From an optimization exercise on the open Yosys and OpenROAD flow, aimed at small area, a short achievable clock period and few clock cycles per item; shortcuts taken in it are not production practice.
Only simulation tests tie the RTL to the original design; equivalence was not proved.

$ cat flow/run.sh
#!/bin/bash
set -euo pipefail
bash standard.sh SETUP_SLACK_MARGIN=8.5 "BUFFER_PORTS_ARGS=-buffer_cell sky130_fd_sc_hd__buf_4" finish > standard_make.log 2>&1
$ cat standard.sh
#!/bin/bash
# synth_recipe.tcl (not shown) runs the flow's synth.tcl, then flattens the netlist and writes it again
# the make line also repeats each setting of config.mk as NAME=value (left out here)
make -C /OpenROAD-flow-scripts/flow DESIGN_CONFIG=/design/flow/config.mk WORK_HOME=/design/flow/orfs CLKGATE_MAP_FILE= SYNTH_SCRIPT=/design/flow/synth_recipe.tcl "${@:-finish}"
$ cat config.mk
export PLATFORM = sky130hd
export DESIGN_NAME = bpm_pos_calc
export DESIGN_NICKNAME = bpm_pos_calc
export VERILOG_FILES = /design/flow/design.v
export SDC_FILE = /design/flow/constraint.sdc
export NUM_CORES = 4
export LEC_CHECK = 0
export CAP_MARGIN = 20
export CORE_MARGIN = 2
export CORE_UTILIZATION = 40
export SLEW_MARGIN = 20
$ cat constraint.sdc
create_clock -name core_clock -period 13.0 [get_ports {clk}]
set_input_delay 2.6000 -clock core_clock [delete_from_list [all_inputs] [get_ports {clk}]]
set_output_delay 2.6000 -clock core_clock [all_outputs]
set_load 0.01 [all_outputs]
$ cat design.v
module bpm_pos_calc (
    input  logic        clk,
    input  logic        rst,
    input  logic        data_valid,
    input  logic [31:0] A_IN,
    input  logic [31:0] B_IN,
    input  logic [31:0] C_IN,
    input  logic [31:0] D_IN,
    input  logic [15:0] Diameter,
    output logic [24:0] X,
    output logic [24:0] Y,
    output logic [33:0] S,
    output logic [1:0]  err,
    output logic        busy,
    output logic        rdy
);
    logic [31:0] a_r, c_r;
    logic [32:0] sab, scd;
    logic [21:0] kr;        
    logic        kx, kyn;   
    logic        kp;        
    logic [32:0] rx, ry;
    logic [24:0] wx, wy;
    logic [4:0]  cnt;
    logic        last;
    assign last = (cnt == 5'd23);
    logic b24, b23;
    assign b24 = (Diameter >= 16'd33555);
    assign b23 = ((Diameter >= 16'd16778) && !b24) || (Diameter >= 16'd50332);
    logic [22:0] p125;
    assign p125 = {kr[15:0], 7'b0} - {7'b0, kr[15:0]} - {6'b0, kr[15:0], 1'b0};
    function automatic logic [34:0] add3(input logic [34:0] p, input logic [34:0] x,
                                         input logic [34:0] y);
        logic [34:0] sm, cy;
        sm = p ^ x ^ y;
        cy = (p & x) | (p & y) | (x & y);
        add3 = sm + {cy[33:0], 1'b1};
    endfunction
    function automatic logic [34:0] step_r(input logic [32:0] r, input logic [31:0] a,
                                           input logic [32:0] s, input logic k);
        logic [34:0] r2, ka, c0, c1, c2;
        r2 = {1'b0, r, 1'b0};
        ka = {3'b0, a & {32{k}}};
        c0 = r2 + ka;
        c1 = add3(r2, ka, ~{2'b0, s});
        c2 = add3(r2, ka, ~{1'b0, s, 1'b0});
        if (!c2[34])      step_r = {2'd2, c2[32:0]};
        else if (!c1[34]) step_r = {2'd1, c1[32:0]};
        else              step_r = {2'd0, c0[32:0]};
    endfunction
    function automatic logic [24:0] step_w(input logic [24:0] w, input logic kp,
                                           input logic [1:0] t);
        logic [24:0] wm1, wp1;
        wm1 = w - 25'd1;
        wp1 = w + 25'd1;
        case ({kp, t})
            3'b000, 3'b101: step_w = {w[23:0], 1'b0};
            3'b001, 3'b110: step_w = {w[23:0], 1'b1};
            3'b010:         step_w = {wp1[23:0], 1'b0};
            default:        step_w = {wm1[23:0], 1'b1};
        endcase
    endfunction
    function automatic logic [24:0] fin_res(input logic [24:0] w, input logic [32:0] r,
                                            input logic [32:0] s, input logic t);
        logic [24:0] wp1;
        logic        up;
        wp1 = w + 25'd1;
        up  = w[24] && (t ? ({r, 1'b0} != {1'b0, s}) : (r != 33'd0));
        if (s == 33'd0) fin_res = 25'd0;
        else if (!up)   fin_res = {w[23:0], t};
        else if (t)     fin_res = {wp1[23:0], 1'b0};
        else            fin_res = {w[23:0], 1'b1};
    endfunction
    logic [1:0]  tx, ty;
    logic [32:0] nrx, nry;
    assign {tx, nrx} = step_r(rx, a_r, sab, kx);
    assign {ty, nry} = step_r(ry, c_r, scd, !kyn);
    always_ff @(posedge clk or posedge rst) begin
        if (rst) begin
            busy <= 1'b0;
            rdy  <= 1'b0;
            X    <= '0;
            Y    <= '0;
            S    <= '0;
            err  <= '0;
        end else begin
            rdy <= 1'b0;
            if (!busy) begin
                busy <= data_valid;
            end else if (last) begin
                busy <= 1'b0;
                rdy  <= 1'b1;
                X    <= fin_res(wx, rx, sab, tx[0]);
                Y    <= fin_res(wy, ry, scd, ty[0]);
                S    <= {1'b0, sab} + {1'b0, scd};
                err  <= {scd == 33'd0, sab == 33'd0};
            end
        end
    end
    always_ff @(posedge clk) begin
        if (!busy) begin
            a_r <= A_IN;
            c_r <= C_IN;
            sab <= {1'b0, A_IN} + {1'b0, B_IN};
            scd <= {1'b0, C_IN} + {1'b0, D_IN};
        end
    end
    always_ff @(posedge clk) begin
        if (!busy) begin
            rx  <= b24 ? {1'b0, A_IN} : 33'd0;
            ry  <= b24 ? {1'b0, C_IN} : 33'd0;
            wx  <= 25'd0;
            wy  <= 25'd0;
            kp  <= b24;
            kx  <= b23;
            kyn <= !b23;
            kr  <= {6'd0, Diameter};
            cnt <= 5'd0;
        end else begin
            rx  <= nrx;
            ry  <= nry;
            wx  <= step_w(wx, kp, tx);
            wy  <= step_w(wy, kp, ty);
            kp  <= kx;
            cnt <= cnt + 5'd1;
            if (cnt == 5'd0) begin
                kx  <= p125[20];
                kyn <= !p125[20];
                kr  <= {p125[19:0], 2'b00};
            end else begin
                kx  <= kr[21];
                kyn <= !kr[21];
                kr  <= {kr[20:0], 1'b0};
            end
        end
    end
endmodule
==> impl_metrics.py, run 1 <==
metrics = {
    "outcome": {
        "status": "finished clean",
    },
    "synth": {
        "synth_mux_area_frac": 0.003998,
        "netlist_area_mm2": 0.03411,
        "yosys_warnings": 1,
        "synth_compound_area_frac": 0.2021,
        "syn-num-nets": 4618,
        "ys.flop_type": "dfxtp_1",
        "synth_seq_cells": 364,
        "synth-seq-area-share": 0.2647,
        "synth_top_area_share": 0.1456,
        "synth_xor_area_frac": 0.09386,
        "avgSynthCellArea_um2": 8.667,
        "synth_top_family_by_area": "adder cells",
        "ys_top_cells_by_area": "ha_1 (15%), edfxtp_1 (11%), dfxtp_1 (8.6%), fa_1 (8.1%), dfrtp_1 (6.5%)",
        "synth-async-reset-ratio": 0.2418,
        "synth_edf_count": 130,
        "synth-simple-area-share": 0.1518,
        "yosys.area.top_type": "ha_1",
        "synthCells": 3936,
        "synth_cell_type_count": 87,
        "synthAdderAreaFrac": 0.2266,
    },
    "global_route": {
        "gr-total-overflow": 0,
        "use_met2": 0.3975,
        "gr-usage-met1": 0.3520,
        "antenna_found_initial": 1,
        "grt_first_pass_wirelength_um": 169000,
        "grt_pass1_vias": 28560,
        "grtUsageTotal": 0.2496,
        "grt_max_degree": 87,
        "grt_use_met3": 0.03770,
        "grt.busiest_layer": "met2",
    },
    "timing": {
        "slew_headroom": 0.3745,
        "rsz0062_at_grt": "yes",
        "max_freq_ghz": 0.2016,
        "skew_ns": 0.02556,
        "min_period_ns": 4.960,
        "setup_ws_ns": 8.040,
        "worst_pin_slew_ns": 0.9284,
        "period_share": 0.3815,
        "setup_tns_ns": 0,
        "hold_viol": 0,
        "finalMaxSlewViolations": 0,
        "setup_viol": 0,
    },
    "cts": {
        "clockBufferDepth": 3,
        "cts.hold.buffers_added": 0,
        "cts_buffers": 46,
        "h-tree-depth": 2,
        "cts_tree": "yes",
        "clkLatencyLatePin_ns": 0.60,
        "cts.sinks": 364,
        "root_buffer": "clkbuf_16",
        "path_clk_slew_ns": 0.06,
    },
    "worst_setup_path": {
        "critPathLaunchType": "primary input",
        "end_kind": "register",
        "cp_max_fo": 4,
        "required_ns": 13.33,
        "critPathArrivalTime_ns": 5.29,
        "critPathKind": "in2reg",
    },
    "die": {
        "die_y_um": 296.0,
        "start_util": 0.4019,
        "core_area_mm2": 0.08488,
        "dieArea_mm2": 0.08763,
        "rows": 107,
        "fp.dieW_um": 296.0,
        "io_pins": 235,
    },
    "detailed_routing": {
        "drt-vias-per-instance": 5.539,
        "wl_um": 113200,
        "wl_per_cell_um": 20.87,
        "drcViolationCount": 0,
        "num_vias": 30040,
        "drt_pass1_iterations": 6,
        "drt_iter0_markers": 2022,
        "ant_nets": 0,
    },
    "min_path": {
        "hold_class": "reg2reg",
    },
    "layout": {
        "drive_gt1_frac": 0.1519,
        "nets": 4923,
        "syn_to_final_growth_pct": 20.35,
        "stdcell_count": 5423,
    },
    "placement": {
        "gp_congestion": 0.9580,
        "io_buffers": 234,
        "pre_cts_ws_ns": 6.803,
        "hpwlAfterDp_um": 86590,
        "dp_cells": 5241,
    },
    "flow_run": {
        "maxCapViolations": 0,
    },
}
==> synth_stat cells (41+ instances only) <==
cell,number
nor2b_1,44
nand2_1,313
ha_1,397
o21ai_0,260
nor3_1,68
fa_1,138
a22oi_1,46
a21oi_1,270
dfxtp_1,146
xnor2_1,193
nor4_1,41
xor2_1,167
a21o_1,125
nand3_1,61
nand4_1,49
o21a_1,42
edfxtp_1,130
nor2_1,298
inv_1,414
clkbuf_1,75
dfrtp_1,88
nand2b_1,62
==> layout by cell type (no fill, tap or decap), types with 65 or more instances in the layout <==
cell type  netlist  layout
inv_1          414     410
ha_1           397     359
buf_4            2     316
nand2_1        313     308
nor2_1         298     284
a21oi_1        270     251
o21ai_0        260     242
xnor2_1        193     191
xor2_1         167     167
dfxtp_1        146     144
fa_1           138     136
edfxtp_1       130     130
a21o_1         125     125
dfrtp_1         88      87
nor3_1          68      65
==> kinds of logic after synthesis <==
kind of cell               after synthesis
buffers and inverters                  511
xor gates and xnor gates               363
adders and majority gates              535
muxes                                   13
and+or+nand+nor                       1082
DFF                                    364
AOI/OAI and AO/OA                     1068
==> state kept, by name, indices dropped and copies added (netlist names) <==
signal / count
S: 34
kx: 1
err: 2
ry: 33
sab: 33
wy: 25
wx: 25
cnt: 5
X: 25
kr: 22
a_r: 32
Y: 25
kp: 1
rx: 33
rdy: 1
busy: 1
kyn: 1
c_r: 32
scd: 33
==> metrics by stage <==
| step | cell area, µm² | hold slack [ns] | util |
|---|---|---|---|
| finish | 41050 | 0.4273 | 0.4837 |
| global route | 41050 | 0.4623 | 0.4837 |
| CTS | 39900 | 0.4239 | 0.4701 |
| detailed placement | 37390 | 0.4263 | 0.4405 |
| global placement | 37390 | 0.4295 | 0.4405 |
| floorplan | 34370 | 0.4174 | - |
==> final timing paths <==
kind | startpoint | endpoint | slack, ns | cells past startpoint
max in group asynchronous | rst | busy | 9.60 | 3
worst max register to register | kyn | ry[12] | 8.58 | 20
min in group asynchronous | rst | err[1] | 2.08 | 2
worst max-delay path | D_IN[8] | scd[29] | 8.04 | 13
worst min register to register | kr[16] | kr[17] | 0.43 | 2
worst min-delay path | kr[16] | kr[17] | 0.43 | 2
==> critical path: stages <==
cell	delay (ns)
buf_6	0.10
ha_4	0.25
a21oi_2	0.14
a21oi_2	0.07
o21a_1	0.20
o21bai_4	0.19
a21o_1	0.22
o311a_1	0.35
a31o_4	0.25
or4_4	0.44
a31oi_4	0.23
o21bai_1	0.11
xor2_1	0.14
==> metal layers <==
| layer | vias to the layer above | part of all wire |
|---|---|---|
| met4 | 0 | 0.028 |
| met5 | - | 0 |
| li1 | 14500 | - |
| met1 | 14340 | 0.46 |
| met2 | 1029 | 0.45 |
| met3 | 176 | 0.069 |
==> area by class of cell <==
cell class | count | area [µm²]
antenna | 1 | 2.502
clock buffer | 64 | 1385
clock inverter | 21 | 192.7
fill | 8230 | 43820
inverter | 416 | 1577
multi-input combinational | 3062 | 24450
sequential | 364 | 9037
tap | 1144 | 1431
timing repair buffer | 351 | 2982
==> what timing repair did <==
action                                 in CTS  in global routing
pin swaps                                  46                 52
setup buffers                              37                 49
gates cloned                                3                  7
setup endpoints to repair                 189                173
endpoints found under the hold margin       0                  0
resized for setup                         116                135
Testbench counts, summed over its fixed seeds: cycles 24,000, items 960.
==> run 2, diff against run 1 <==
==> flow/run.sh (replaced) <==
#!/bin/bash
set -euo pipefail
bash standard.sh SETUP_SLACK_MARGIN=8 "BUFFER_PORTS_ARGS=-buffer_cell sky130_fd_sc_hd__buf_2" finish > standard_make.log 2>&1
==> run 2 against run 1 <==
Against the previous run:
- cell area decreased by 4.9%
- critical path depth increased by 2
- critical endpoint is now scd[30]
- highest routed layer is now met5
- sequential share of layout area increased by 1.1 points
==> impl_metrics.py, run 2 <==
metrics = {
    "synth": {
        "synth-seq-area-share": 0.2647,
        "synthCells": 3936,
        "synth_most_common_cell": "inv_1",
        "netlist_area_mm2": 0.03411,
        "synth_seq_cells": 364,
        "yosys_warnings": 1,
        "synth_cell_type_count": 87,
        "synth_top_area_share": 0.1456,
        "ys_top_cells_by_count": "inv_1 (414), ha_1 (397), nand2_1 (313)",
        "avgSynthCellArea_um2": 8.667,
        "yosys.area.top_type": "ha_1",
        "ys_top_cells_by_area": "ha_1 (15%), edfxtp_1 (11%), dfxtp_1 (8.6%), fa_1 (8.1%), dfrtp_1 (6.5%)",
        "ys.flop_type": "dfxtp_1",
        "synth-async-reset-ratio": 0.2418,
        "synth_edf_count": 130,
        "syn-num-nets": 4618,
    },
    "timing": {
        "rsz0062_at_grt": "yes",
        "period_share": 0.3895,
        "min_period_ns": 5.063,
        "hold_viol": 0,
        "setup_viol": 0,
        "whs_ns": 0.4332,
        "slew_headroom": 0.3244,
        "skew_ns": 0.04493,
        "setup_tns_ns": 0,
        "worst_pin_slew_ns": 1.013,
        "finalMaxSlewViolations": 0,
        "max_freq_ghz": 0.1975,
    },
    "die": {
        "fp.dieW_um": 296.0,
        "rows": 107,
        "io_pins": 235,
        "die_y_um": 296.0,
        "core_area_mm2": 0.08488,
        "dieArea_mm2": 0.08763,
        "start_util": 0.4019,
    },
    "worst_setup_path": {
        "critPathKind": "in2reg",
        "r2r_cells": 16,
        "cp_num_buf_inv": 2,
        "end_kind": "register",
        "worstPathCellList": "buf_2 -> ha_4 -> inv_2 -> fa_2 -> nor2b_2 -> o31ai_4 -> a211oi_2 -> o311ai_2 -> o21ai_2 -> o41ai_4 -> o21ai_2 -> o21a_1 -> nor2_2 -> a21oi_2 -> xor2_1",
        "r2r_start": "kx",
        "cpMaxStageDelayCell": "o41ai_4",
        "critPathArrivalTime_ns": 5.40,
        "critPathLaunchType": "primary input",
        "reg2reg_slack_ns": 8.24,
        "cp_max_fo": 3,
        "startpoint": "C_IN[0]",
        "r2r-end": "rx[13]",
        "cp_common_cell": "o21ai_2",
        "slowest_delay_ns": 0.44,
        "required_ns": 13.34,
        "crit_family": "compound AO/OA/AOI/OAI gates",
    },
    "min_path": {
        "hold-path-endpoint": "kr[17]",
        "hold_class": "reg2reg",
        "hold_depth": 2,
        "worstHoldStart": "kr[16]",
    },
    "global_route": {
        "grt_first_pass_wirelength_um": 166700,
        "grtUsageTotal": 0.2463,
        "grt_pass1_vias": 28010,
        "antenna_found_initial": 4,
        "grt_max_degree": 82,
        "gr-total-overflow": 0,
    },
    "cts": {
        "root_buffer": "clkbuf_16",
        "clockBufferDepth": 3,
        "cts.sinks": 364,
        "path_clk_slew_ns": 0.06,
        "h-tree-depth": 2,
        "cts.hold.buffers_added": 0,
        "cts_tree": "yes",
        "cts_buffers": 47,
        "clkLatencyLatePin_ns": 0.63,
    },
    "layout": {
        "final_common_cell": "inv_1",
        "final_core_util": 0.4601,
        "top_register": "S",
        "fillers": 8402,
        "syn_to_final_growth_pct": 14.49,
        "largest_register_ffs": 34,
        "drive_gt1_frac": 0.1172,
        "nets": 4857,
        "final_cell_mix": "inv_1 (411), ha_1 (382), nand2_1 (309), nor2_1 (289), a21oi_1 (264)",
    },
    "detailed_routing": {
        "ant_nets": 0,
        "num_vias": 29510,
        "drt-vias-per-instance": 5.503,
        "wl_um": 109700,
        "drt_iter0_markers": 2055,
        "wl_per_cell_um": 20.45,
        "drt_pass1_iterations": 5,
        "drcViolationCount": 0,
    },
    "flow_run": {
        "maxCapViolations": 0,
    },
    "placement": {
        "hpwlAfterDp_um": 85840,
        "io_buffers": 234,
        "gp_congestion": 0.9546,
    },
    "outcome": {
        "status": "finished clean",
    },
}
## run 2: per-stage QoR
stage	worst slack (ns)	instances	instance area (µm²)
4_1_cts	7.827	5344	38700
6_report	7.937	5362	39060
3_5_place_dp	6.921	5241	36730
3_3_place_gp	6.856	5241	36730
5_1_grt	7.868	5359	39050
2_1_floorplan	7.685	3936	34280
## run 2: how the worst max path moves through the flow
stage / endpoint / slack [ns] / cells after the start
floorplan: scd[29] / 7.68 / 12
global placement: scd[30] / 6.86 / 15
detailed placement: scd[30] / 6.92 / 15
CTS: scd[30] / 7.83 / 15
global route: scd[30] / 7.87 / 15
finish: scd[30] / 7.94 / 15
## run 2: cell type report
cell class / count / area, µm² / area share
antenna: 4 / 10.01 / 0.0002563
clock buffer: 61 / 1364 / 0.03492
clock inverter: 27 / 234.0 / 0.005991
inverter: 416 / 1572 / 0.04024
multi-input combinational: 3062 / 23750 / 0.6080
sequential: 364 / 9030 / 0.2312
tap: 1144 / 1431 / 0.03665
timing repair buffer: 284 / 1668 / 0.04271
## run 2: cell families after synthesis
family                     count (synthesis)  share of synthesized area
buffers and inverters                    511                    0.05693
xor gates and xnor gates                 363                    0.09386
AOI/OAI and AO/OA                       1068                     0.2021
DFF                                      364                     0.2647
and+or+nand+nor                         1082                     0.1518
adders and majority gates                535                     0.2266
muxes                                     13                   0.003998
## run 2: worst reg2reg max path, cell delays in order, from the launching register on
cell      delay (ns)
dfxtp_1         0.30
clkbuf_8        0.23
and2_1          0.29
fa_1            0.56
inv_1           0.07
fa_1            0.42
nand2b_1        0.18
a21o_1          0.20
a31oi_1         0.20
a21oi_1         0.18
o221ai_1        0.26
nor2_1          0.17
a211o_2         0.56
nor2_2          0.39
nand2_1         0.29
o22ai_1         0.29
a221o_1         0.15
## run 2: what timing repair did
action | CTS | global route
resized for setup | 46 | 52
pin swaps | 18 | 32
setup endpoints to repair | 130 | 141
cloned | 1 | 1
buffers inserted | 14 | 13
endpoints found under the hold margin | 0 | 0
## run 2: routing by layer
layer | vias to the layer above | global-route usage | share of wire
met5 | - | 0 | 0.00015
met4 | 2 | 0.06393 | 0.025
met3 | 149 | 0.03343 | 0.063
met2 | 916 | 0.3938 | 0.45
met1 | 14090 | 0.3493 | 0.47
li1 | 14350 | - | -
==> run 3, diff against run 2 <==
==> flow/run.sh (replaced) <==
#!/bin/bash
set -euo pipefail
bash standard.sh SETUP_SLACK_MARGIN=8.5 TNS_END_PERCENT=10 "BUFFER_PORTS_ARGS=-buffer_cell sky130_fd_sc_hd__buf_1" finish > standard_make.log 2>&1
==> run 3 against run 2 <==
Against the previous run:
- still clean on timing, DRC and antenna
- clock skew down 0.024 ns
- routed wire length grew 0.77%
- synthesized cell count stayed put
- final cell count grew 0.93%
- register-to-register slack got worse by 0.27 ns
- first-iteration DRC count barely moved
- via count up 0.91%
- sequential cell count unchanged
- die area unchanged
==> impl_metrics.py, run 3 <==
metrics = {
    "global_route": {
        "gr-total-overflow": 0,
        "use_met2": 0.3777,
        "grt_first_pass_wirelength_um": 165700,
        "grt_use_met3": 0.04197,
        "grt.busiest_layer": "met2",
        "antenna_found_initial": 3,
        "grt_pass1_vias": 27990,
        "grt_max_degree": 94,
        "gr-usage-met1": 0.3507,
        "grtUsageTotal": 0.2463,
    },
    "die": {
        "dieArea_mm2": 0.08763,
        "fp.dieW_um": 296.0,
        "die_y_um": 296.0,
        "start_util": 0.4019,
        "rows": 107,
        "core_area_mm2": 0.08488,
        "io_pins": 235,
    },
    "synth": {
        "yosys.area.top_type": "ha_1",
        "synth_most_common_cell": "inv_1",
        "ys.flop_type": "dfxtp_1",
        "synth_edf_count": 130,
        "synthCells": 3936,
        "ys_top_cells_by_area": "ha_1 (15%), edfxtp_1 (11%), dfxtp_1 (8.6%), fa_1 (8.1%), dfrtp_1 (6.5%)",
        "netlist_area_mm2": 0.03411,
        "synth_cell_type_count": 87,
        "synth-async-reset-ratio": 0.2418,
        "synth-seq-area-share": 0.2647,
        "yosys_warnings": 1,
        "syn-num-nets": 4618,
        "synth_top_area_share": 0.1456,
        "synth_seq_cells": 364,
        "avgSynthCellArea_um2": 8.667,
        "ys_top_cells_by_count": "inv_1 (414), ha_1 (397), nand2_1 (313)",
    },
    "cts": {
        "h-tree-depth": 2,
        "cts.sinks": 364,
        "clockBufferDepth": 3,
        "clkLatencyLatePin_ns": 0.61,
        "cts_tree": "yes",
        "path_clk_slew_ns": 0.06,
        "root_buffer": "clkbuf_16",
        "cts_buffers": 47,
        "cts.hold.buffers_added": 0,
    },
    "worst_setup_path": {
        "worstPathCellList": "buf_12 -> nor2b_2 -> fa_1 -> ha_1 -> nand2b_1 -> o21ai_0 -> a31o_2 -> a2111oi_1 -> o21ai_0 -> a21oi_1 -> a21oi_1 -> a31oi_1 -> o21ai_0 -> xnor2_1 -> o221ai_1",
        "cp_max_fo": 8,
        "required_ns": 13.47,
        "end_kind": "register",
        "critPathKind": "reg2reg",
        "cp_common_cell": "o21ai_0",
        "r2r_cells": 15,
        "r2r-end": "ry[31]",
        "r2r_start": "kyn",
        "critPathLaunchType": "register",
        "slowest_delay_ns": 0.61,
        "cpMaxStageDelayCell": "a2111oi_1",
        "critPathArrivalTime_ns": 5.49,
        "reg2reg_slack_ns": 7.97,
    },
    "timing": {
        "skew_ns": 0.02067,
        "period_share": 0.3867,
        "hold_viol": 0,
        "finalMaxSlewViolations": 0,
        "max_freq_ghz": 0.1989,
        "setup_viol": 0,
        "setup_tns_ns": 0,
        "worst_pin_slew_ns": 0.9684,
        "min_period_ns": 5.028,
        "rsz0062_at_grt": "yes",
        "slew_headroom": 0.3494,
    },
    "layout": {
        "drive_gt1_frac": 0.09095,
        "final_common_cell": "inv_1",
        "stdcell_count": 5412,
        "largest_register_ffs": 34,
        "syn_to_final_growth_pct": 16.65,
        "top_register": "S",
        "nets": 4909,
        "final_cell_mix": "inv_1 (411), ha_1 (357), nand2_1 (309), nor2_1 (286), a21oi_1 (259)",
    },
    "detailed_routing": {
        "wl_per_cell_um": 20.42,
        "num_vias": 29770,
        "drt_pass1_iterations": 6,
        "drt_iter0_markers": 2056,
        "wl_um": 110500,
        "ant_nets": 0,
        "drt-vias-per-instance": 5.501,
        "drcViolationCount": 0,
    },
    "min_path": {
        "hold_depth": 2,
        "hold_class": "reg2reg",
        "hold-path-endpoint": "kr[18]",
        "worstHoldStart": "kr[17]",
    },
    "placement": {
        "dp_cells": 5239,
        "hpwlAfterDp_um": 85180,
        "gp_congestion": 0.9381,
        "io_buffers": 234,
    },
    "outcome": {
        "status": "finished clean",
    },
    "flow_run": {
        "maxCapViolations": 0,
    },
}
## run 3: how the worst max path moves through the flow
stage	start	endpoint	slack (ns)	cells after the start
finish	kyn	ry[31]	7.97	15
global route	kyn	ry[31]	7.76	14
CTS	C_IN[12]	scd[29]	8.00	13
detailed placement	A_IN[0]	sab[30]	6.35	15
global placement	A_IN[0]	sab[30]	6.36	15
floorplan	C_IN[12]	scd[29]	7.68	12
## run 3: kinds of logic after synthesis
kind of cell | after synthesis | share of synthesized area
simple gates | 1082 | 0.1518
compound gates | 1068 | 0.2021
fa+ha+maj | 535 | 0.2266
buf+inv | 511 | 0.05693
flops | 364 | 0.2647
xor+xnor | 363 | 0.09386
mux | 13 | 0.003998
## run 3: routing by layer
layer  vias up  share of wire
li1      14470              -
met1     14190           0.46
met2       917           0.43
met3       193          0.069
met4         0          0.036
met5         -              0
## run 3: worst max-delay path: cells and delay by family, from the launching register on
family	cells	cell delay, ns
adders and majority gates	2	0.83
DFF	1	0.39
AOI/OAI and AO/OA	9	2.92
and+or+nand+nor	2	0.41
xor gates and xnor gates	1	0.16
buffers and inverters	1	0.17
## run 3: area by class of cell
cell class              count  area, µm²
fillers                  8384      45090
multi-input cells        3063      24300
flip-flops and latches    364       9035
repair buffers            335       1863
inverters                 416       1572
well taps                1144       1431
clock buffers              64       1304
clock inverters            24      279.0
diodes                      2      5.005
## run 3: repair_timing
action | 4_1_cts | 5_1_grt
cloned | 2 | 4
buffers inserted | 37 | 40
pin swaps | 40 | 44
resized for setup | 96 | 138
setup endpoints to repair | 200 | 191
## run 3: per-stage QoR
stage,cell area (µm²),hold WS (ns),setup WS [ns],utilization
floorplan,34300,0.4174,7.685,-
CTS,38770,0.4378,7.996,0.4567
global route,39790,0.4620,7.763,0.4687
global placement,36430,0.4306,6.358,0.4292
detailed placement,36440,0.4304,6.352,0.4293
finish,39790,0.4373,7.972,0.4688
==> run 4, diff against run 3 <==
==> flow/run.sh (replaced) <==
#!/bin/bash
set -euo pipefail
bash standard.sh SETUP_SLACK_MARGIN=9 TNS_END_PERCENT=10 "BUFFER_PORTS_ARGS=-buffer_cell sky130_fd_sc_hd__buf_1" finish > standard_make.log 2>&1
==> run 4 against run 3 <==
Against the previous run:
- sequential share of layout area fell by 0.90 points
- largest cell class unchanged
- still clean on timing, DRC and antenna
- via count up 2.1%
- synthesized cell count is the same
==> impl_metrics.py, run 4 <==
metrics = {
    "detailed_routing": {
        "drt_iter0_markers": 2182,
        "wl_um": 114200,
        "drt_pass1_iterations": 6,
        "ant_nets": 0,
        "num_vias": 30410,
        "drt-vias-per-instance": 5.565,
        "wl_per_cell_um": 20.90,
        "drcViolationCount": 0,
    },
    "timing": {
        "finalMaxSlewViolations": 0,
        "rsz0062_at_grt": "yes",
        "worst_pin_slew_ns": 1.064,
        "setup_viol": 0,
        "min_period_ns": 4.968,
        "slew_headroom": 0.2850,
        "setup_tns_ns": 0,
        "period_share": 0.3821,
        "hold_viol": 0,
        "skew_ns": 0.01758,
        "max_freq_ghz": 0.2013,
    },
    "synth": {
        "synthCells": 3936,
        "synth_top_area_share": 0.1456,
        "netlist_area_mm2": 0.03411,
        "ys_top_cells_by_count": "inv_1 (414), ha_1 (397), nand2_1 (313)",
        "yosys.area.top_type": "ha_1",
        "synth-seq-area-share": 0.2647,
        "synth_cell_type_count": 87,
        "synth_most_common_cell": "inv_1",
        "synth_seq_cells": 364,
        "synth_edf_count": 130,
        "ys.flop_type": "dfxtp_1",
        "yosys_warnings": 1,
        "ys_top_cells_by_area": "ha_1 (15%), edfxtp_1 (11%), dfxtp_1 (8.6%), fa_1 (8.1%), dfrtp_1 (6.5%)",
        "syn-num-nets": 4618,
        "avgSynthCellArea_um2": 8.667,
        "synth-async-reset-ratio": 0.2418,
    },
    "cts": {
        "h-tree-depth": 2,
        "clkLatencyLatePin_ns": 0.62,
        "clockBufferDepth": 3,
        "cts.sinks": 364,
        "path_clk_slew_ns": 0.06,
        "cts.hold.buffers_added": 0,
        "cts_buffers": 47,
        "root_buffer": "clkbuf_16",
        "cts_tree": "yes",
    },
    "global_route": {
        "antenna_found_initial": 3,
        "grt_max_degree": 94,
        "grtUsageTotal": 0.2525,
        "gr-total-overflow": 0,
        "grt_first_pass_wirelength_um": 169300,
        "grt_pass1_vias": 28580,
    },
    "worst_setup_path": {
        "r2r-end": "Y[3]",
        "end_kind": "register",
        "reg2reg_slack_ns": 8.56,
        "cp_max_fo": 4,
        "critPathKind": "in2reg",
        "critPathArrivalTime_ns": 5.33,
        "startpoint": "D_IN[12]",
        "required_ns": 13.36,
        "slowest_delay_ns": 0.43,
        "cpMaxStageDelayCell": "or4_4",
        "worstPathCellList": "buf_6 -> ha_4 -> a211oi_2 -> nor2_2 -> nor4_2 -> o31ai_1 -> a21o_1 -> o311a_1 -> a31o_4 -> or4_4 -> a31oi_4 -> o21bai_1 -> xor2_1",
        "r2r_cells": 15,
        "critPathLaunchType": "primary input",
        "r2r_start": "scd[20]",
    },
    "placement": {
        "hpwlAfterDp_um": 85180,
        "dp_cells": 5239,
        "dpl_cell_area_mm2": 0.03644,
        "io_buffers": 234,
        "gp_congestion": 0.9381,
    },
    "die": {
        "fp.dieW_um": 296.0,
        "die_y_um": 296.0,
        "start_util": 0.4019,
        "dieArea_mm2": 0.08763,
        "core_area_mm2": 0.08488,
        "io_pins": 235,
        "rows": 107,
    },
    "flow_run": {
        "maxCapViolations": 0,
    },
    "layout": {
        "top_register": "S",
        "final_cell_mix": "inv_1 (407), ha_1 (328), nand2_1 (296), nor2_1 (281), a21oi_1 (250)",
        "syn_to_final_growth_pct": 21.47,
        "final_common_cell": "inv_1",
        "largest_register_ffs": 34,
        "drive_gt1_frac": 0.1313,
        "final_core_util": 0.4882,
        "fin_area_mm2": 0.04144,
        "fillers": 8184,
        "stdcell_count": 5465,
        "nets": 4962,
    },
    "min_path": {
        "hold_depth": 2,
        "hold-path-endpoint": "kr[17]",
        "worstHoldStart": "kr[16]",
        "hold_class": "reg2reg",
    },
    "outcome": {
        "status": "finished clean",
    },
}
==> run 4: cell counts after synthesis <==
No cell type changed its count.
==> run 4: cell families (layout without fill, tap and decap cells) <==
| family | count (synthesis) | after routing | synth area share |
|---|---|---|---|
| multiplexers | 13 | 13 | 0.003998 |
| AO/OA/AOI/OAI | 1068 | 1068 | 0.2021 |
| XOR/XNOR | 363 | 363 | 0.09386 |
| AND/OR/NAND/NOR | 1082 | 1083 | 0.1518 |
| buffers and inverters | 511 | 893 | 0.05693 |
| adder cells (fa/ha/maj) | 535 | 535 | 0.2266 |
| flip-flops | 364 | 364 | 0.2647 |
| other | 0 | 2 | 0 |
==> run 4: area by class of cell <==
| cell class | instances | area [µm²] | area share |
|---|---|---|---|
| diodes | 2 | 5.005 | 0.0001208 |
| clock buffers | 64 | 1304 | 0.03146 |
| well taps | 1144 | 1431 | 0.03454 |
| multi-input cells | 3062 | 25220 | 0.6088 |
| inverters | 416 | 1572 | 0.03793 |
| repair buffers | 389 | 2584 | 0.06235 |
| clock inverters | 24 | 279.0 | 0.006734 |
| flip-flops and latches | 364 | 9037 | 0.2181 |
==> run 4: how the worst max path moves through the flow <==
| stage | depth (start not counted) | end |
|---|---|---|
| detailed placement | 15 | sab[30] |
| global route | 16 | sab[30] |
| global placement | 15 | sab[30] |
| finish | 13 | scd[29] |
| CTS | 13 | scd[29] |
| floorplan | 12 | scd[29] |
==> run 4: timing repair <==
action | CTS | global route
resized for setup | 266 | 189
endpoints found under the setup margin | 214 | 221
cloned | 7 | 4
setup buffers | 78 | 47
pin swaps | 83 | 90
==> run 4: worst max-delay path, delay by kind of cell <==
kind                     cells  cell delay, ns
buffers and inverters        1            0.10
XOR/XNOR                     1            0.14
AO/OA/AOI/OAI                7            1.49
AND/OR/NAND/NOR              3            0.76
adder cells (fa/ha/maj)      1            0.24
==> run 4: per-layer routing <==
metal / routed length [µm] / track usage / vias to the layer above / part of all wire
li1: - / - / 14580 / -
met1: 51650 / 0.3566 / 14570 / 0.45
met2: 49290 / 0.3830 / 1059 / 0.43
met3: 8695 / 0.04519 / 212 / 0.076
met4: 4566 / 0.09608 / 0 / 0.040
met5: 0 / 0 / - / 0
==> run 4: metrics by stage <==
step	hold slack, ns	worst slack (ns)
after floorplan	0.4174	7.685
after global placement	0.4306	6.358
after detailed placement	0.4304	6.352
after CTS	0.4378	7.996
after global routing	0.4620	7.874
final	0.4334	8.032
==> run 5, diff against run 4 <==
==> flow/run.sh (replaced) <==
#!/bin/bash
set -euo pipefail
bash standard.sh SETUP_SLACK_MARGIN=8 CAP_MARGIN=10 SLEW_MARGIN=10 "BUFFER_PORTS_ARGS=-buffer_cell sky130_fd_sc_hd__buf_1" finish > standard_make.log 2>&1
==> run 5 against run 4 <==
Against the previous run:
- clock-buffer cell count is 2 higher
- clock skew is 0.0041 ns higher
- register-to-register slack worse by 0.39 ns
- worst setup slack worse by 0.011 ns
- via count is 2.9% lower
- first-iteration DRC count is 2.7% lower
- critical endpoint is now scd[30]
- largest cell class unchanged
==> impl_metrics.py, run 5 <==
metrics = {
    "global_route": {
        "gr-total-overflow": 0,
        "grt_first_pass_wirelength_um": 167500,
        "antenna_found_initial": 4,
        "grtUsageTotal": 0.2477,
        "grt_max_degree": 87,
        "grt_pass1_vias": 28390,
    },
    "die": {
        "io_pins": 235,
        "die_y_um": 296.0,
        "fp.dieW_um": 296.0,
        "core_area_mm2": 0.08488,
        "rows": 107,
        "dieArea_mm2": 0.08763,
        "start_util": 0.4019,
    },
    "layout": {
        "fillers": 8455,
        "final_common_cell": "inv_1",
        "multiInputGateArea_mm2": 0.02376,
        "final_cell_mix": "inv_1 (412), ha_1 (380), nand2_1 (310), nor2_1 (291), a21oi_1 (262)",
        "syn_to_final_growth_pct": 13.73,
        "final_core_util": 0.4571,
        "top_register": "S",
        "nets": 4861,
        "largest_register_ffs": 34,
        "drive_gt1_frac": 0.06543,
        "seq_area_mm2": 0.009030,
    },
    "synth": {
        "synthCells": 3936,
        "synth_most_common_cell": "inv_1",
        "ys_top_cells_by_count": "inv_1 (414), ha_1 (397), nand2_1 (313)",
        "synth_top_area_share": 0.1456,
        "ys_top_cells_by_area": "ha_1 (15%), edfxtp_1 (11%), dfxtp_1 (8.6%), fa_1 (8.1%), dfrtp_1 (6.5%)",
        "synth-async-reset-ratio": 0.2418,
        "yosys.area.top_type": "ha_1",
        "yosys_warnings": 1,
        "synth_seq_cells": 364,
        "ys.flop_type": "dfxtp_1",
        "avgSynthCellArea_um2": 8.667,
        "netlist_area_mm2": 0.03411,
        "synth_edf_count": 130,
        "syn-num-nets": 4618,
        "synth-seq-area-share": 0.2647,
        "synth_cell_type_count": 87,
    },
    "timing": {
        "rsz0062_at_grt": "yes",
        "skew_ns": 0.02168,
        "slew_headroom": 0.1519,
        "min_period_ns": 4.979,
        "max_freq_ghz": 0.2009,
        "hold_viol": 0,
        "worst_pin_slew_ns": 1.261,
        "finalMaxSlewViolations": 0,
        "setup_tns_ns": 0,
        "setup_viol": 0,
        "period_share": 0.3830,
    },
    "cts": {
        "cts.hold.buffers_added": 0,
        "clockBufferDepth": 3,
        "path_clk_slew_ns": 0.06,
        "h-tree-depth": 2,
        "cts_tree": "yes",
        "cts.sinks": 364,
        "cts_buffers": 47,
        "clkLatencyLatePin_ns": 0.61,
        "root_buffer": "clkbuf_16",
    },
    "outcome": {
        "status": "finished clean",
    },
    "worst_setup_path": {
        "end_kind": "register",
        "cp_max_fo": 4,
        "critPathLaunchType": "primary input",
        "critPathArrivalTime_ns": 5.34,
        "critPathKind": "in2reg",
        "required_ns": 13.36,
    },
    "detailed_routing": {
        "drt_pass1_iterations": 6,
        "wl_per_cell_um": 20.54,
        "ant_nets": 0,
        "num_vias": 29540,
        "wl_um": 110200,
        "drcViolationCount": 0,
        "drt-vias-per-instance": 5.505,
        "drt_iter0_markers": 2122,
    },
    "flow_run": {
        "maxCapViolations": 0,
    },
    "placement": {
        "io_buffers": 234,
        "gp_congestion": 0.9510,
        "hpwlAfterDp_um": 86500,
    },
    "min_path": {
        "hold_class": "reg2reg",
    },
}
==> run 5: cell type report <==
class / instances / share of cell area
Clock inverter: 22 / 0.006031
Clock buffer: 66 / 0.03506
Multi-Input combinational cell: 3062 / 0.6125
Timing Repair Buffer: 288 / 0.03603
Sequential cell: 364 / 0.2328
Tap cell: 1144 / 0.03690
Antenna cell: 3 / 0.0001935
Inverter: 416 / 0.04051
==> run 5: metal layers <==
| metal | GRT usage | wire length (µm) | vias to the layer above |
|---|---|---|---|
| li1 | - | - | 14370 |
| met1 | 0.3476 | 50810 | 14130 |
| met2 | 0.3964 | 49480 | 883 |
| met3 | 0.03710 | 7166 | 159 |
| met4 | 0.06726 | 2727 | 2 |
| met5 | 0 | 13 | - |
==> run 5: cell families (layout without fill, tap and decap cells) <==
family,Yosys count,in the layout,share of synthesized area
muxes,13,13,0.003998
DFF,364,364,0.2647
other,0,3,0
and+or+nand+nor,1082,1083,0.1518
buffers and inverters,511,792,0.05693
AOI/OAI and AO/OA,1068,1068,0.2021
xor gates and xnor gates,363,363,0.09386
adders and majority gates,535,535,0.2266
==> run 5: what timing repair did <==
action / in CTS / in global routing
pin swaps: 27 / 36
resized for setup: 50 / 56
endpoints found under the setup margin: 157 / 141
setup buffers: 17 / 16
gates cloned: 1 / 1
==> run 5: path summary, 6_finish.rpt <==
path	from	end	slack, ns	depth (start not counted)
setup / recovery	C_IN[0]	scd[30]	8.02	15
hold / removal	kr[16]	kr[17]	0.44	2
setup reg to reg	kx	rx[13]	8.17	15
hold reg to reg	kr[16]	kr[17]	0.44	2
max in group asynchronous	rst	busy	9.86	3
min in group asynchronous	rst	X[20]	2.08	2
==> run 5: per-stage QoR <==
stage,instance area [µm²],setup slack (ns),std cells,hold WS [ns]
2_1_floorplan,34280,7.685,3936,0.4174
3_3_place_gp,36420,6.873,5239,0.4238
3_5_place_dp,36420,6.769,5239,0.4252
4_1_cts,38380,7.864,5345,0.4337
5_1_grt,38790,7.863,5363,0.4592
6_report,38790,8.021,5365,0.4354
==> run 5: worst max-delay path: stages <==
cell and delay, ns:
buf_1 0.11, ha_2 0.23, inv_1 0.07, fa_1 0.20, nor2b_1 0.09, o31ai_4 0.30, a211oi_2 0.15, o311ai_2 0.29
o21ai_2 0.18, o41ai_4 0.36, o21ai_1 0.17, o21a_1 0.20, nor2_1 0.14, a21oi_1 0.10, xor2_1 0.14
==> run 6, diff against run 5 <==
==> flow/run.sh (replaced) <==
#!/bin/bash
set -euo pipefail
bash standard.sh SETUP_SLACK_MARGIN=8 "CTS_BUF_LIST=sky130_fd_sc_hd__clkbuf_8 sky130_fd_sc_hd__clkbuf_4" CTS_CLUSTER_SIZE=30 "BUFFER_PORTS_ARGS=-buffer_cell sky130_fd_sc_hd__buf_1" finish > standard_make.log 2>&1
==> run 6 against run 5 <==
Against the previous run:
- sequential share of layout area hardly changed
- final cell count is 0.82% higher
- register-to-register slack better by 0.02 ns
- non-clock buffer count is 3 lower
- die area stayed put
- sequential cell count stayed put
- routed wire length is 0.64% higher
- utilization is 0.093 points lower
- via count is 1.2% higher
- first-iteration DRC count is 1.7% lower
- critical path type unchanged
- critical endpoint is now scd[29]
- highest routed layer unchanged
==> impl_metrics.py, run 6 <==
metrics = {
    "layout": {
        "nets": 4884,
        "top_register": "S",
        "drive_gt1_frac": 0.07764,
        "largest_register_ffs": 34,
        "final_cell_mix": "inv_1 (412), ha_1 (381), nand2_1 (309), nor2_1 (289), a21oi_1 (263)",
        "fillers": 8519,
        "final_common_cell": "inv_1",
        "syn_to_final_growth_pct": 13.50,
    },
    "cts": {
        "cts.sinks": 364,
        "cts_tree": "yes",
        "cts.hold.buffers_added": 0,
        "clockBufferDepth": 3,
        "cts_buffers": 73,
        "clkLatencyLatePin_ns": 0.72,
        "root_buffer": "clkbuf_8",
        "h-tree-depth": 3,
        "path_clk_slew_ns": 0.06,
    },
    "worst_setup_path": {
        "worstPathCellList": "buf_2 -> ha_4 -> a21oi_4 -> a21oi_2 -> o21a_2 -> o21bai_4 -> a21o_1 -> o311a_4 -> a31o_4 -> or4_4 -> a31oi_4 -> o21bai_1 -> xor2_1",
        "r2r_start": "kx",
        "critPathLaunchType": "primary input",
        "critPathKind": "in2reg",
        "required_ns": 13.43,
        "crit_family": "compound AO/OA/AOI/OAI gates",
        "end_kind": "register",
        "cpMaxStageDelayCell": "or4_4",
        "cp.depth": 13,
        "slowest_delay_ns": 0.43,
        "r2r-end": "rx[13]",
        "reg2reg_slack_ns": 8.19,
        "critPathArrivalTime_ns": 5.41,
        "cp_num_buf_inv": 1,
        "cp_max_fo": 6,
        "r2r_cells": 15,
    },
    "synth": {
        "synth-seq-area-share": 0.2647,
        "avgSynthCellArea_um2": 8.667,
        "synth_seq_cells": 364,
        "ys_top_cells_by_area": "ha_1 (15%), edfxtp_1 (11%), dfxtp_1 (8.6%), fa_1 (8.1%), dfrtp_1 (6.5%)",
        "synthCells": 3936,
        "yosys.area.top_type": "ha_1",
        "ys.flop_type": "dfxtp_1",
        "netlist_area_mm2": 0.03411,
        "synth_top_area_share": 0.1456,
        "synth-async-reset-ratio": 0.2418,
        "yosys_warnings": 1,
        "synth_edf_count": 130,
        "syn-num-nets": 4618,
        "synth_most_common_cell": "inv_1",
        "ys_top_cells_by_count": "inv_1 (414), ha_1 (397), nand2_1 (313)",
        "synth_cell_type_count": 87,
    },
    "timing": {
        "min_period_ns": 4.977,
        "setup_tns_ns": 0,
        "hold_viol": 0,
        "whs_ns": 0.4363,
        "skew_ns": 0.05615,
        "period_share": 0.3829,
        "slew_headroom": 0.3247,
        "worst_pin_slew_ns": 1.009,
        "setup_viol": 0,
        "max_freq_ghz": 0.2009,
        "finalMaxSlewViolations": 0,
        "rsz0062_at_grt": "yes",
    },
    "die": {
        "die_y_um": 296.0,
        "core_area_mm2": 0.08488,
        "fp.dieW_um": 296.0,
        "dieArea_mm2": 0.08763,
        "start_util": 0.4019,
        "io_pins": 235,
        "rows": 107,
    },
    "detailed_routing": {
        "drt-vias-per-instance": 5.524,
        "num_vias": 29880,
        "drcViolationCount": 0,
        "wl_per_cell_um": 20.50,
        "drt_iter0_markers": 2085,
        "wl_um": 110900,
        "ant_nets": 0,
        "drt_pass1_iterations": 6,
    },
    "global_route": {
        "grt_first_pass_wirelength_um": 168500,
        "grt_pass1_vias": 28680,
        "grtUsageTotal": 0.2502,
        "gr-total-overflow": 0,
        "grt_max_degree": 87,
        "antenna_found_initial": 4,
    },
    "outcome": {
        "status": "finished clean",
    },
    "min_path": {
        "hold_depth": 2,
        "hold-path-endpoint": "kr[17]",
        "hold_class": "reg2reg",
        "worstHoldStart": "kr[16]",
    },
    "placement": {
        "gp_congestion": 0.9510,
        "hpwlAfterDp_um": 86500,
        "io_buffers": 234,
    },
    "flow_run": {
        "maxCapViolations": 0,
    },
}
==> run 6: layout make-up <==
cell class	count	area, µm²	area share
Timing Repair Buffer	285	1363	0.03519
Clock buffer	111	1371	0.03542
Sequential cell	364	9030	0.2332
Clock inverter	25	195.2	0.005042
Multi-Input combinational cell	3062	23750	0.6134
Tap cell	1144	1431	0.03697
Inverter	416	1572	0.04059
Antenna cell	2	5.005	0.0001293
==> run 6: cell families after synthesis <==
kind of cell,share of synthesized area
fa+ha+maj,0.2266
mux,0.003998
flops,0.2647
simple gates,0.1518
buf+inv,0.05693
xor+xnor,0.09386
compound gates,0.2021
==> run 6: worst max-delay path by stage <==
stage | start | endpoint | slack (ns)
after floorplan | C_IN[12] | scd[29] | 7.68
after CTS | C_IN[1] | scd[31] | 8.01
final | C_IN[8] | scd[29] | 8.02
after global placement | C_IN[0] | scd[30] | 6.87
after global routing | kyn | ry[28] | 7.97
after detailed placement | kx | rx[29] | 6.77
==> run 6: metrics by stage <==
| step | util | instance area, µm² | cells | worst slack, ns |
|---|---|---|---|---|
| 3_5_place_dp | 0.4291 | 36420 | 5239 | 6.769 |
| 4_1_cts | 0.4516 | 38330 | 5393 | 8.008 |
| 6_report | 0.4561 | 38720 | 5409 | 8.023 |
| 5_1_grt | 0.4561 | 38720 | 5409 | 7.975 |
| 3_3_place_gp | 0.4291 | 36420 | 5239 | 6.873 |
| 2_1_floorplan | - | 34280 | 3936 | 7.685 |
==> run 6: worst reg2reg max path: cells and delay by family (launching register included) <==
family	cells	cell delay (ns)
adders and majority gates	2	0.73
AOI/OAI and AO/OA	5	1.39
buffers and inverters	2	0.53
xor gates and xnor gates	1	0.14
DFF	1	0.36
and+or+nand+nor	5	1.53
==> run 6: timing repair <==
item | 4_1_cts | 5_1_grt
setup buffers | 17 | 13
endpoints found under the setup margin | 150 | 130
resized for setup | 40 | 68
pin swaps | 17 | 40
gates cloned | 1 | 1
==> run 6: routing by layer <==
metal | share of wire | global-route usage | wire length (µm)
met3 | 0.066 | 0.03815 | 7358
met2 | 0.45 | 0.3966 | 49420
met4 | 0.029 | 0.08155 | 3198
met5 | 0.000099 | 0 | 11
met1 | 0.46 | 0.3487 | 50900
==> run 7, diff against run 6 <==
--- a/config.mk
+++ b/config.mk
@@ -7,5 +7,5 @@
 export LEC_CHECK = 0
 export CAP_MARGIN = 20
 export CORE_MARGIN = 2
-export CORE_UTILIZATION = 40
+export CORE_UTILIZATION = 55
 export SLEW_MARGIN = 20
==> run 7 against run 6 <==
Against the previous run:
- global-route usage rose by 8.2 points
- utilization grew 17 points
- still clean on timing, DRC and antenna
- cell area down 1.2%
- non-clock buffer count shrank 5
- maximum frequency decreased by 1.3%
- highest routed layer unchanged
==> impl_metrics.py, run 7 <==
metrics = {
    "global_route": {
        "antenna_found_initial": 2,
        "grt_pass1_vias": 28000,
        "gr-total-overflow": 0,
        "grt_max_degree": 89,
        "grt_first_pass_wirelength_um": 163400,
        "grtUsageTotal": 0.3321,
    },
    "timing": {
        "min_period_ns": 5.045,
        "finalMaxSlewViolations": 0,
        "period_share": 0.3881,
        "slew_headroom": 0.3787,
        "setup_tns_ns": 0,
        "hold_viol": 0,
        "rsz0062_at_grt": "yes",
        "setup_viol": 0,
        "skew_ns": 0.04574,
        "worst_pin_slew_ns": 0.9320,
        "max_freq_ghz": 0.1982,
    },
    "cts": {
        "cts_tree": "yes",
        "root_buffer": "clkbuf_8",
        "h-tree-depth": 3,
        "clockBufferDepth": 3,
        "cts_buffers": 72,
        "cts.hold.buffers_added": 0,
        "cts.sinks": 364,
        "path_clk_slew_ns": 0.06,
        "clkLatencyLatePin_ns": 0.70,
    },
    "worst_setup_path": {
        "critPathArrivalTime_ns": 5.49,
        "cpMaxStageDelayCell": "or4_4",
        "required_ns": 13.44,
        "crit_family": "compound AO/OA/AOI/OAI gates",
        "cp.depth": 13,
        "startpoint": "D_IN[8]",
        "r2r-end": "ry[31]",
        "worstPathCellList": "buf_6 -> ha_4 -> a21oi_2 -> a21oi_2 -> o21a_1 -> o21bai_4 -> a21o_1 -> o311a_1 -> a31o_4 -> or4_4 -> a31oi_4 -> o21bai_1 -> xor2_1",
        "cp_max_fo": 6,
        "crit_end": "scd[29]",
        "slowest_delay_ns": 0.53,
        "r2r_start": "kyn",
        "critPathLaunchType": "primary input",
        "cp_common_cell": "a21oi_2",
        "end_kind": "register",
        "cp_num_buf_inv": 1,
        "r2r_cells": 15,
        "reg2reg_slack_ns": 8.15,
        "critPathKind": "in2reg",
    },
    "synth": {
        "synth_edf_count": 130,
        "synth_cell_type_count": 87,
        "synth_seq_cells": 364,
        "synth-async-reset-ratio": 0.2418,
        "ys_top_cells_by_area": "ha_1 (15%), edfxtp_1 (11%), dfxtp_1 (8.6%), fa_1 (8.1%), dfrtp_1 (6.5%)",
        "ys.flop_type": "dfxtp_1",
        "synthCells": 3936,
        "ys_top_cells_by_count": "inv_1 (414), ha_1 (397), nand2_1 (313)",
        "yosys_warnings": 1,
        "synth_top_area_share": 0.1456,
        "yosys.area.top_type": "ha_1",
        "synth-seq-area-share": 0.2647,
        "avgSynthCellArea_um2": 8.667,
        "synth_most_common_cell": "inv_1",
        "netlist_area_mm2": 0.03411,
        "syn-num-nets": 4618,
    },
    "placement": {
        "gp_congestion": 0.9587,
        "io_buffers": 234,
        "dp_cells": 4887,
        "hpwlAfterDp_um": 83520,
    },
    "detailed_routing": {
        "wl_per_cell_um": 21.18,
        "num_vias": 29700,
        "wl_um": 106900,
        "drcViolationCount": 0,
        "drt_iter0_markers": 2103,
        "drt-vias-per-instance": 5.885,
        "drt_pass1_iterations": 6,
        "ant_nets": 0,
    },
    "die": {
        "io_pins": 235,
        "dieArea_mm2": 0.06403,
        "die_y_um": 253.0,
        "rows": 91,
        "start_util": 0.5548,
        "core_area_mm2": 0.06148,
        "fp.dieW_um": 253.0,
    },
    "layout": {
        "largest_register_ffs": 34,
        "stdcell_count": 5047,
        "final_common_cell": "inv_1",
        "drive_gt1_frac": 0.07309,
        "top_register": "S",
        "final_cell_mix": "inv_1 (413), ha_1 (379), nand2_1 (308), nor2_1 (287), a21oi_1 (263)",
        "final_core_util": 0.6224,
        "nets": 4878,
        "syn_to_final_growth_pct": 12.18,
    },
    "min_path": {
        "hold_class": "reg2reg",
    },
    "outcome": {
        "status": "finished clean",
    },
    "flow_run": {
        "maxCapViolations": 0,
    },
}
## run 7: cell counts after synthesis
Identical to the previous run, type by type.
## run 7: final cells by class
type | instances | area [µm²]
Tap cell | 790 | 988.4
Antenna cell | 2 | 5.005
Sequential cell | 364 | 9030
Fill cell | 5599 | 23220
Clock buffer | 102 | 1279
Timing Repair Buffer | 280 | 1391
Clock inverter | 31 | 277.8
Multi-Input combinational cell | 3062 | 23720
Inverter | 416 | 1572
## run 7: worst min path at each step
| stage | from | end | depth (start not counted) |
|---|---|---|---|
| after detailed placement | kr[18] | kr[19] | 2 |
| after floorplan | kr[16] | kr[17] | 2 |
| after global routing | kr[18] | kr[19] | 2 |
| final | kr[17] | kr[18] | 2 |
| after global placement | kr[17] | kr[18] | 2 |
| after CTS | kr[18] | kr[19] | 2 |
## run 7: what timing repair did
item	4_1_cts	5_1_grt
gates cloned	1	0
pin swaps	9	39
buffers inserted	7	17
setup endpoints to repair	130	134
gates resized for setup	31	81
## run 7: worst min-delay path, cell delays in order, from the launching register on
cell	delay [ns]
dfxtp_1	0.29
nand2_1	0.05
a21oi_1	0.05
## run 7: kinds of logic after synthesis
kind of cell	share of synthesized area
DFF	0.2647
AOI/OAI and AO/OA	0.2021
adders and majority gates	0.2266
buffers and inverters	0.05693
muxes	0.003998
and+or+nand+nor	0.1518
xor gates and xnor gates	0.09386
## run 7: layer usage
| metal | global-route usage | share of wire | vias up |
|---|---|---|---|
| li1 | - | - | 14410 |
| met1 | 0.4557 | 0.45 | 14220 |
| met2 | 0.5341 | 0.45 | 901 |
| met3 | 0.06404 | 0.068 | 167 |
| met4 | 0.09146 | 0.027 | 2 |
| met5 | 0 | 0.00016 | - |
## run 7: stage by stage
stage	cell area (µm²)	setup WS, ns	hold WS, ns
after CTS	37780	8.014	0.4328
final	38270	7.955	0.4352
after global placement	35990	6.896	0.4214
after global routing	38260	7.869	0.4561
after detailed placement	35990	6.876	0.4282
after floorplan	34280	7.685	0.4174
==> run 8, diff against run 7 <==
==> flow/run.sh (replaced) <==
#!/bin/bash
set -euo pipefail
bash standard.sh SETUP_SLACK_MARGIN=8 "BUFFER_PORTS_ARGS=-buffer_cell sky130_fd_sc_hd__buf_4" finish > standard_make.log 2>&1
--- a/config.mk
+++ b/config.mk
@@ -7,5 +7,5 @@
 export LEC_CHECK = 0
 export CAP_MARGIN = 20
 export CORE_MARGIN = 2
-export CORE_UTILIZATION = 55
+export CORE_UTILIZATION = 60
 export SLEW_MARGIN = 20
==> run 8 against run 7 <==
Against the previous run:
- via count is 2.7% higher
- first-iteration DRC count is 20% higher
- largest cell class unchanged
==> impl_metrics.py, run 8 <==
metrics = {
    "outcome": {
        "status": "finished clean",
    },
    "placement": {
        "pre_cts_ws_ns": 6.814,
        "dp_cells": 4850,
        "io_buffers": 234,
        "hpwlAfterDp_um": 81920,
        "gp_congestion": 0.9684,
    },
    "global_route": {
        "grtUsageTotal": 0.3567,
        "grt_first_pass_wirelength_um": 164600,
        "gr-total-overflow": 0,
        "grt_pass1_vias": 28670,
        "antenna_found_initial": 3,
        "grt_max_degree": 85,
    },
    "synth": {
        "synth_most_common_cell": "inv_1",
        "synth_cell_type_count": 87,
        "synthCells": 3936,
        "synth_edf_count": 130,
        "synth_top_area_share": 0.1456,
        "yosys_warnings": 1,
        "ys_top_cells_by_area": "ha_1 (15%), edfxtp_1 (11%), dfxtp_1 (8.6%), fa_1 (8.1%), dfrtp_1 (6.5%)",
        "ys.flop_type": "dfxtp_1",
        "synth-async-reset-ratio": 0.2418,
        "synth-seq-area-share": 0.2647,
        "netlist_area_mm2": 0.03411,
        "yosys.area.top_type": "ha_1",
        "syn-num-nets": 4618,
        "avgSynthCellArea_um2": 8.667,
        "ys_top_cells_by_count": "inv_1 (414), ha_1 (397), nand2_1 (313)",
        "synth_seq_cells": 364,
    },
    "detailed_routing": {
        "wl_per_cell_um": 21.49,
        "dr.max_layer_used": "met5",
        "drt-vias-per-instance": 6.124,
        "drt_pass1_iterations": 6,
        "met2WireLength_um": 47810,
        "num_vias": 30500,
        "drt_iter0_markers": 2516,
        "drcViolationCount": 0,
        "wl_met1_um": 46380,
        "wl_met3_um": 9182,
        "ant_nets": 0,
        "wl_um": 107000,
    },
    "layout": {
        "largest_register_ffs": 34,
        "syn_to_final_growth_pct": 14.80,
        "top_register": "S",
        "stdcell_count": 4980,
        "final_core_util": 0.6958,
        "final_common_cell": "inv_1",
        "final_cell_mix": "inv_1 (411), ha_1 (378), nand2_1 (309), nor2_1 (289), buf_4 (285)",
        "drive_gt1_frac": 0.1187,
        "nets": 4867,
    },
    "cts": {
        "clockBufferDepth": 3,
        "h-tree-depth": 2,
        "path_clk_slew_ns": 0.06,
        "cts_tree": "yes",
        "root_buffer": "clkbuf_16",
        "cts_buffers": 45,
        "clkLatencyLatePin_ns": 0.61,
        "cts.sinks": 364,
        "cts.hold.buffers_added": 0,
    },
    "worst_setup_path": {
        "cp_max_fo": 4,
        "critPathKind": "in2reg",
        "end_kind": "register",
        "required_ns": 13.35,
        "critPathArrivalTime_ns": 5.39,
        "critPathLaunchType": "primary input",
    },
    "die": {
        "dieArea_mm2": 0.05877,
        "core_area_mm2": 0.05628,
        "io_pins": 235,
        "rows": 87,
        "die_y_um": 242.4,
        "start_util": 0.6061,
        "fp.dieW_um": 242.4,
    },
    "timing": {
        "setup_ws_ns": 7.959,
        "setup_viol": 0,
        "skew_ns": 0.02604,
        "worst_pin_slew_ns": 1.126,
        "slew_headroom": 0.2430,
        "period_share": 0.3878,
        "hold_viol": 0,
        "setup_tns_ns": 0,
        "finalMaxSlewViolations": 0,
        "max_freq_ghz": 0.1984,
        "min_period_ns": 5.041,
        "rsz0062_at_grt": "yes",
    },
    "flow_run": {
        "maxCapViolations": 0,
    },
    "min_path": {
        "hold_class": "reg2reg",
    },
}
run 8: worst max-delay path: stages:
cell	delay (ns)
buf_6	0.10
ha_4	0.25
a211oi_2	0.26
nor2_2	0.09
nor4_2	0.20
o31ai_1	0.10
a21o_1	0.21
o311a_1	0.39
a31o_4	0.24
or4_4	0.44
a31oi_4	0.24
o21bai_1	0.11
xor2_1	0.16
run 8: final timing paths:
| check | startpoint | endpoint | slack [ns] | cells after the start |
|---|---|---|---|---|
| hold / removal | kr[17] | kr[18] | 0.44 | 2 |
| max in group asynchronous | rst | busy | 9.79 | 3 |
| setup reg to reg | kx | wx[24] | 8.15 | 20 |
| setup / recovery | C_IN[12] | scd[29] | 7.96 | 13 |
| hold reg to reg | kr[17] | kr[18] | 0.44 | 2 |
| min in group asynchronous | rst | X[2] | 1.99 | 2 |
run 8: cell families (layout without fill, tap and decap cells):
family / count (synthesis) / count (layout) / synth area share
multiplexers: 13 / 13 / 0.003998
adder cells (fa/ha/maj): 535 / 535 / 0.2266
flip-flops: 364 / 364 / 0.2647
AO/OA/AOI/OAI: 1068 / 1068 / 0.2021
AND/OR/NAND/NOR: 1082 / 1083 / 0.1518
other: 0 / 2 / 0
XOR/XNOR: 363 / 363 / 0.09386
buffers and inverters: 511 / 796 / 0.05693
run 8: routing by layer:
layer,vias to the layer above,GRT usage
li1,14380,-
met1,14650,0.5008
met2,1258,0.5578
met3,206,0.06115
met4,2,0.1200
met5,-,0
run 8: cell type report:
type,count,area [µm²]
Clock buffer,63,1309
Fill cell,4657,17120
Antenna cell,2,5.005
Clock inverter,21,173.9
Timing Repair Buffer,296,2323
Inverter,416,1572
Multi-Input combinational cell,3062,23800
Tap cell,756,945.9
Sequential cell,364,9030
run 8: through the flow:
stage                     instance area [µm²]  hold slack, ns
after floorplan                         34280          0.4174
after global placement                  36820          0.4300
after detailed placement                36820          0.4370
after CTS                               38650          0.4430
after global routing                    39160          0.4637
final                                   39160          0.4397
run 8: repair_timing:
item	CTS	global route
pin swaps	14	31
endpoints found under the hold margin	0	0
gates cloned	1	0
setup endpoints to repair	140	143
gates resized for setup	37	67
setup buffers	22	21

port drivers added, routing unchanged:
In the flow no input, the clock included, has a driving cell. The finished layouts below were timed again as built, in two steps.
Step 1 assumes that a clkbuf_16 drives the clock port and a buf_2 every other input.
Step 2 adds t to the input delays and takes it off the output delays; t is the mean of the earliest and latest rising clock arrival at the registers after step 1. Input paths then give back, and output paths get back, about the clock's delay inside the block.
a / b / c = ideal / step 1 / step 2; a / b = the first two.
run | t, ns | setup WS [ns] | hold WS [ns] | worst slew at a driven data input, ns | cell pins on the clock port's net
run 1 | 0.647 | 8.040 / 8.071 / 7.424 | 0.427 / 0.427 / 0.427 | 0.10 | 1
run 2 | 0.673 | 7.937 / 7.979 / 7.306 | 0.433 / 0.433 / 0.433 | 0.12 | 1
run 3 | 0.664 | 7.972 / 7.972 / 7.366 | 0.437 / 0.437 / 0.437 | 0.09 | 1
run 4 | 0.669 | 8.032 / 8.061 / 7.392 | 0.433 / 0.433 / 0.433 | 0.09 | 1
run 5 | 0.670 | 8.021 / 8.069 / 7.399 | 0.435 / 0.435 / 0.435 | 0.11 | 1
run 6 | 0.754 | 8.023 / 8.063 / 7.309 | 0.436 / 0.436 / 0.436 | 0.12 | 1
run 7 | 0.743 | 7.955 / 7.985 / 7.242 | 0.435 / 0.435 / 0.435 | 0.11 | 1
run 8 | 0.662 | 7.959 / 7.991 / 7.329 | 0.440 / 0.440 / 0.440 | 0.12 | 1
After both steps setup and hold are still met in every run listed. For run 6, which loses most, drivers alone change the setup slack by +0.040 ns; drivers and shift together by -0.714 ns.
